This is an optimization exercise on Yosys and OpenROAD, whose aim is small area, a short achievable clock period and few clock cycles per item, not a production implementation. Where RTL was checked, it was by simulation tests only, not by an equivalence proof against the original. Power figures rest on the tool's default switching activity, not on a simulated workload.

## circle_mask_rect_generator_unit
module circle_mask_rect_generator_unit (
  input  logic         clk,
  input  logic         rst_n,
  input  logic         in_valid,
  output logic         in_ready,
  input  logic [7:0]   in_row,
  output logic         out_valid,
  input  logic         out_ready,
  output logic [8:0]   out_x_left,
  output logic [7:0]   out_y_top,
  output logic [8:0]   out_x_right,
  output logic [7:0]   out_y_bottom,
  output logic         out_last_of_batch,
  input  logic         cfg_valid,
  output logic         cfg_ready,
  input  logic [1:0]   cfg_index,
  input  logic [13:0]  cfg_data
);
  logic signed [13:0] cx_r, cy_r;
  logic [11:0]        rad_r;
  logic [7:0] top_r, bot_r;
  logic       act_r, closed_r, open_r, band_r, wr_d;
  logic       r0_v;
  logic [7:0] y_r;
  logic       f_is0, f_inb, f_last, f_band, f_stale;
  logic       f_same, f_nxt;      
  logic       bdone_r, rph_r, have_r;
  logic               tv_r, dm_r;
  logic [7:0]         ty_r;
  logic signed [13:0] q_r;       
  logic               t_prep, t_hor;
  logic [3:0]         hcnt_r;
  logic [24:0]        hb_r;      
  logic               hbit_r;
  logic sel_clr, sel_clry, sel_prep, sel_hor, sel_move, sel_step, sel_conv;
  logic       run_open_r;
  logic [7:0] run_t_r, run_b_r;
  logic [8:0] run_l_r, run_r_r;
  logic       p_v, p_e1, p_e2, p_band, p_last;
  logic [7:0] p_a, p_b;
  logic [8:0] p_l, p_r;
  logic cfg_wr;
  assign cfg_wr = cfg_valid && (cfg_index != 2'd3);
  logic               open_c, closed_c, act_c;
  logic signed [14:0] cy_e, r_e, lo_s, hi_s, lo_f, hi_f;
  logic [7:0]         top_c, bot_c;
  assign open_c   = (rad_r >= 12'd2968);
  assign closed_c = (rad_r == 12'd0);
  assign act_c    = !open_c && !closed_c;
  assign cy_e     = {cy_r[13], cy_r};
  assign r_e      = {3'b000, rad_r};
  assign lo_s     = cy_e - r_e;
  ...
Size: about 310 flip-flops.
clock: 8.0 ns
lec_check: 0
cap_margin: 20
core_margin: 2
core_utilization: 40
slew_margin: 20
run.sh (not shown) runs the stock make flow with config.mk's settings and CLKGATE_MAP_FILE= SYNTH_SCRIPT=/design/flow/synth_recipe.tcl, a recipe that flattens the netlist after the stock synthesis.
Then changed:
- SETUP_SLACK_MARGIN: default -> 3.5
Outcome: Final area came out higher by 3.8%. Sequential share of layout area came out lower by 1.0 points. Hold slack improved by 0.0043 ns. Count of clock-buffer cells in the layout came out lower by 9. Wire length came out higher by 2.5%. Critical path depth stays the same. First-iteration DRC count came out lower by 12%. Sequential power barely changes.
Function was not checked in any run of this note: the RTL went through the layout flow alone.

========
Another version of the RTL of circle_mask_rect_generator_unit (not shown whole).
For scale: about 3200 cells after synthesis, about 310 flip-flops, ~67 I/O pins, roughly 23000 um^2 of cells after synthesis.
Settings: LEC_CHECK=0, ABC_AREA=1, CAP_MARGIN=20, CORE_MARGIN=2, CORE_UTILIZATION=40, SETUP_SLACK_MARGIN=4.0, SLEW_MARGIN=20; clock period 8.0 ns.
Testbench counts at the start, summed over its fixed seeds: cycles 18,297, rows 11,528.
==> next run, changes <==
Settings changed: ABC_AREA 1 to default, SETUP_SLACK_MARGIN 4.0 to 3.5.
What happened: Worst setup slack loses 0.20 ns. Area after synthesis rose by 1.2%. Clock power hardly moves. Global-route usage rose by 0.24 points.
==> next run, changes <==
Settings changed: SETUP_SLACK_MARGIN 3.5 to default.
After rerunning: Non-clock buffer count is lower by 83; setup slack got worse by 1.4 ns; cell area is lower by 5.4%; area after synthesis stays the same; sequential power barely changes; core utilization is lower by 2.5 points; final cell count is lower by 2.3%.

========
oak:
circle_mask_rect_generator_unit again, from the RTL that the note above started with.
Settings: LEC_CHECK=0, CAP_MARGIN=20, CORE_MARGIN=2, CORE_UTILIZATION=40, CTS_BUF_LIST=sky130_fd_sc_hd__clkbuf_4 sky130_fd_sc_hd__clkbuf_8, CTS_CLUSTER_SIZE=30, SETUP_SLACK_MARGIN=3.5, SLEW_MARGIN=20; clock period 8.0 ns.
oak: all stages complete, timing, DRC and antenna checks passed
Testbench counts of oak, summed over its fixed seeds: cycles 18,297, rows 11,528.
The following lists how pine was set up differently from oak:
--- a/flow/config.mk
+++ b/flow/config.mk
@@ -10,4 +10,4 @@
 export CORE_UTILIZATION = 40
-export CTS_BUF_LIST = sky130_fd_sc_hd__clkbuf_4 sky130_fd_sc_hd__clkbuf_8
-export CTS_CLUSTER_SIZE = 30
+export CTS_CLUSTER_DIAMETER = 100
+export CTS_CLUSTER_SIZE = 40
 export SETUP_SLACK_MARGIN = 3.5
Findings:
pine and oak ended up with roughly the same power in sequential cells.
In the final reports, the cell area of pine is smaller than that of oak.
Looking at ratio of cells with drive above 1 in the final layout, pine sits 2.6 points lower than oak does.
Of pine and oak, it is pine that has the lower number of buffers added for setup after CTS.
pine vs oak, initial antenna violation count went down by 1.
Compared with oak, pine shows a worst-case setup margin in the final layout that is 21 ps lower.
[pine vs oak] fraction of standard cell area that is sequential: higher in pine
oak → pine: final period utilization rose 0.26 points, minimum setup slack among reg-to-reg paths fell 20 ps, highest attainable clock frequency fell 0.00089 GHz.
The inputs of birch differ from those of pine as listed below.
--- a/flow/config.mk
+++ b/flow/config.mk
@@ -7,2 +7,3 @@
 export LEC_CHECK = 0
+export ABC_AREA = 1
 export CAP_MARGIN = 20
@@ -10,5 +11,3 @@
 export CORE_UTILIZATION = 40
-export CTS_CLUSTER_DIAMETER = 100
-export CTS_CLUSTER_SIZE = 40
-export SETUP_SLACK_MARGIN = 3.5
+export SETUP_SLACK_MARGIN = 3.25
 export SLEW_MARGIN = 20
==> run summary <==
In birch, first-iteration DRC count is lower than in pine. A dominant combinational cell family by area after synthesis of simple AND/OR/NAND/NOR gates is what birch shows, while compound AO/OA/AOI/OAI gates belongs to pine. [birch vs pine] sequential power: higher in birch. Changes observed in birch relative to pine: sequential fraction of total cell area went up 0.30 points, highest net fanout along the worst path -1, met1 routing resource usage after global routing now smaller, inverter count of the layout excluding clock inverters went up about 220%, fraction of area in multi-input gates went down 6.4 points. pine has lower final cell count than birch. When the final numbers for pine and birch were put side by side, the wire length turned out to be greater in pine. Looking at power attributed to the clock group, birch sits about 60% above pine.
Edits applied to the flow inputs when going from birch to maple:
--- a/flow/config.mk
+++ b/flow/config.mk
@@ -8,6 +8,6 @@
 export ABC_AREA = 1
-export CAP_MARGIN = 20
+export CAP_MARGIN = 5
 export CORE_MARGIN = 2
 export CORE_UTILIZATION = 40
-export SETUP_SLACK_MARGIN = 3.25
-export SLEW_MARGIN = 20
+export SETUP_SLACK_MARGIN = 3.5
+export SLEW_MARGIN = 5
Findings:
- Per the final summary, maple finished and its layout is clean on timing, DRC and antenna.
- The lower met3 demand-to-capacity share in global routing of birch and maple is in maple.
- The first element of the critical path comes out u_trk_l.e_r[2] in one run and out_ready in the other, namely in maple and birch respectively.
- When maple is measured against birch, its count of non-CTS buffers in the layout turns out about 40% higher.
- maple vs. birch: final critical-path share of the clock period was more or less identical, number of standard cells in the final layout excluding fillers now sits higher.

========
circle_mask_rect_generator_unit again, from the RTL that the note above started with.
Settings: LEC_CHECK=0, CAP_MARGIN=20, CORE_MARGIN=2, CORE_UTILIZATION=40, PLACE_DENSITY=0.8, SETUP_SLACK_MARGIN=3.5, SLEW_MARGIN=20; clock period 8.0 ns.
The first run completed without violations.
Testbench counts at the start, summed over its fixed seeds: cycles 18,297, rows 11,528.
Then changed:
- PLACE_DENSITY: 0.8 -> default
- SETUP_SLACK_MARGIN: 3.5 -> 2.5
Non-clock buffer count is lower by 59.
Worst setup slack loses 440 ps.
Cell count is lower by 1.5%.
Routed wire length is higher by about 2.3%.
Global-route usage is higher by 1.1 points.
Combinational power is lower by 9.3%.
Count of clock-buffer cells in the layout is higher by 6.

========
## run 1
Starting RTL as in the previous note.
Settings: LEC_CHECK=0, CAP_MARGIN=20, CORE_MARGIN=2, CORE_UTILIZATION=40, SETUP_SLACK_MARGIN=4.5, SLEW_MARGIN=20; clock period 8.0 ns.
Testbench counts of run 1, summed over its fixed seeds: cycles 18,297, rows 11,528.
What run 2 does differently from run 1 at the input level:
Settings: SETUP_SLACK_MARGIN: 4.5 -> 3.5; CORE_UTILIZATION: 40 -> 55.
[summary]
Total of endpoints with negative setup slack in the final report: run 2 vs run 1 — no meaningful difference
Final area: run 2 vs run 1 down about 6.5%
Diff run 1 -> run 2 | growth of design area from synthesis to finish | decrease of 8.2 points
In the flow results for run 1 and run 2, the layout cell share with drive strength beyond 1 is larger on run 1.
Depth of the most critical reg-to-reg path: run 1 and run 2 compared, lower one is run 2
Run 2 reports its type of the setup path with the least slack as in2reg while run 1 reports reg2reg.
Edits applied to the flow inputs when going from run 2 to run 3:
Settings: ABC_AREA: unset -> 1; SETUP_SLACK_MARGIN: 3.5 -> 3.0; CORE_UTILIZATION: 55 -> 40.
Run 3 completed end to end with timing, DRC and antenna clean. From run 2 to run 3 the numbers moved as follows: area inside the core boundary up 16000 µm², final wirelength down 6.8%, register share of the cell area up 1.0 points, design area down 3.8%. Higher critical path arrival among run 2 and run 3: run 2. Run 3 ended up with a higher final cell count than run 2 did. Number of non-clock inverters: run 3 vs run 2 up 367. Vias: run 3 more than run 2.
What run 4 does differently from run 3 at the input level:
Settings: clearing ABC_AREA, which used to be 1; putting TNS_END_PERCENT at 20 where nothing was set; swapping 3.0 for 3.5 in SETUP_SLACK_MARGIN.
Findings:
- [compare] base=run 3 new=run 4: number of global-route vias before repair now sits higher, routed length per instance now sits higher, critical path depth in cells now sits higher.
- From run 3 to run 4 the numbers moved as follows: power density of the placed cells down 10%; worst setup margin shows a reduction of 0.068 ns; net count after synthesis now sits lower; non-clock buffer count in the final layout picked up an extra 33%.
- Compared with run 3, run 4 shows mapped cell area that has gone up slightly.
- Looking only at area growth from synthesis to layout, and setting everything else aside, the higher value of run 3 and run 4 goes to run 4.
- Summary: with run 3 as the reference, design area in run 4 moved up by a few percent.
Edits applied to the flow inputs when going from run 4 to run 5:
Settings: setting ABC_AREA to 1 for the first time; removing TNS_END_PERCENT (formerly 20).
### Flow results
Compared with run 4, run 5 is the more power-hungry design.
| post-route minimum period | run 5 vs run 4 | 0.28 ns lower |
Run 5 reports a lower maximum number of pins on one net before global-route repair than run 4 does.
Of run 5 and run 4, it is run 5 that has the lower overall global routing resource usage.
Of run 5 and run 4, it is run 5 that has the higher combinational group share of total power.
Going from run 4 to run 5, final cell count went up by 14%; height of the die went down by 0.59%.
Comparing portion of total power attributed to the clock network for run 5 and run 4, the bigger number came from run 4.
Post-route clock period utilization: run 5 and run 4 compared, lower one is run 5
Area fraction of clock buffers and clock inverters: run 5 vs run 4 — no meaningful difference
> inputs changed (run 5 -> run 6)
Settings: ABC_AREA removed (was 1); SETUP_SLACK_MARGIN changed from 3.5 to 4.0.
## What came out
Run 6 closes out successfully: all stages finished, all timing, DRC and antenna checks passed.
met3 track demand over resource in global routing was higher in run 5 than in run 6.
In the metrics for run 6 and run 5, the one carrying the higher unique cell type count in the Yosys netlist is run 6.
Setup slack in run 6 vs run 5: down 0.29 ns
Taking run 5 as the reference, in run 6 sequential share of layout area went down 1.4 points; power share of the combinational group has decreased; number of pins exceeding their max-slew limit in the final report about even.
Run 6 vs run 5: synthesized instance count down in run 6
When run 6 is measured against run 5, its combined global-route utilization of all metal layers turns out 1.0 points higher.
Floorplan die height ends up lower on run 5.
Run 6 consumes less power than run 5 does.

========
== rev 12 ==
circle_mask_rect_generator_unit, a different RTL version from the one above (not shown whole).
Size in the first run: roughly 310 flip-flops, about 23000 um^2 of cells after synthesis.
clock: 8.0 ns
lec_check: 0
cap_margin: 20
core_margin: 2
core_utilization: 40
setup_slack_margin: 3.5
slew_margin: 20
Testbench counts of rev 12, summed over its fixed seeds: cycles 18,297, rows 11,528.
Setup changes, rev 12 to rev 13
- ABC_AREA now 1, previously not set
### Flow results
compound AO/OA/AOI/OAI gates as the dominant combinational cell family by area after synthesis was reported by rev 12, and simple AND/OR/NAND/NOR gates by rev 13.
Rev 13 vs. rev 12: first-pass GRT wire length shows a reduction of 0.39%; clock network area share shows an increase of 0.36 points; final instance area shows a reduction of about 2%; non-clock buffer count shows a reduction of 7.6%; hold violation total from the final report shows no meaningful change.
Rev 13 vs rev 12, final weighted congestion in routability-driven placement went up by 2.5%.
The time the final worst path needs with I/O delays and setup of rev 13 falls short of that of rev 12 by 0.31 ns.
Number of buffers inserted to repair setup after CTS: rev 13 and rev 12 compared, lower one is rev 12
Total detailed-routing wirelength: rev 13 and rev 12 compared, higher one is rev 12

static timing again, ports no longer ideal:
No port has a modelled driver above. Below, the same layouts with a new extraction and two added sets of constraints. Step 1 (the two cells are an assumption about what drives the block):
set clk [get_ports {clk}]
set_driving_cell -lib_cell sky130_fd_sc_hd__clkbuf_16 $clk
set_driving_cell -lib_cell sky130_fd_sc_hd__buf_2 [delete_from_list [all_inputs] $clk]
Step 2 times the ports against the registers' clock, not the clock port: input delays grow and output delays shrink by t, the midpoint of the rising clock arrivals with the driver on. Three values: ideal ports, drivers, drivers and shift; two values: the first two.
run | t, ns | setup WS [ns] | worst data-port slew with drivers (ns) | cell pins on the clock port's net
the first run of note 1 | 0.617 | 1.765 / 1.765 / 1.765 | 0.04 | 1
the second run of note 1 | 0.600 | 2.981 / 2.981 / 2.981 | 0.03 | 1
the first run of note 2 | 0.637 | 3.367 / 3.317 / 2.768 | 0.05 | 1
the second run of note 2 | 0.627 | 3.162 / 3.167 / 2.541 | 0.05 | 1
the third run of note 2 | 0.611 | 1.736 / 1.769 / 1.157 | 0.07 | 1
oak | 0.700 | 3.154 / 3.154 / 2.624 | 0.04 | 1
pine | 0.608 | 3.133 / 3.133 / 2.600 | 0.05 | 1
birch | 0.635 | 3.255 / 3.221 / 2.686 | 0.05 | 1
maple | 0.641 | 3.256 / 3.256 / 2.754 | 0.05 | 1
the first run of note 4 | 0.603 | 3.166 / 3.162 / 2.558 | 0.07 | 1
the second run of note 4 | 0.615 | 2.729 / 2.714 / 2.166 | 0.07 | 1
run 1 | 0.619 | 3.158 / 3.158 / 2.545 | 0.06 | 1
run 2 | 0.611 | 2.994 / 3.000 / 2.389 | 0.06 | 1
run 3 | 0.635 | 3.159 / 3.122 / 2.564 | 0.06 | 1
run 4 | 0.617 | 3.092 / 3.077 / 2.460 | 0.07 | 1
run 5 | 0.637 | 3.376 / 3.377 / 2.780 | 0.05 | 1
run 6 | 0.615 | 3.088 / 3.092 / 2.478 | 0.05 | 1
rev 12 | 0.628 | 3.097 / 3.098 / 2.470 | 0.06 | 1
rev 13 | 0.629 | 3.412 / 3.389 / 2.983 | 0.05 | 1
After both steps setup and hold are still met in every run listed. For run 4, which loses most, drivers alone change the setup slack by -0.015 ns; drivers and shift together by -0.632 ns.
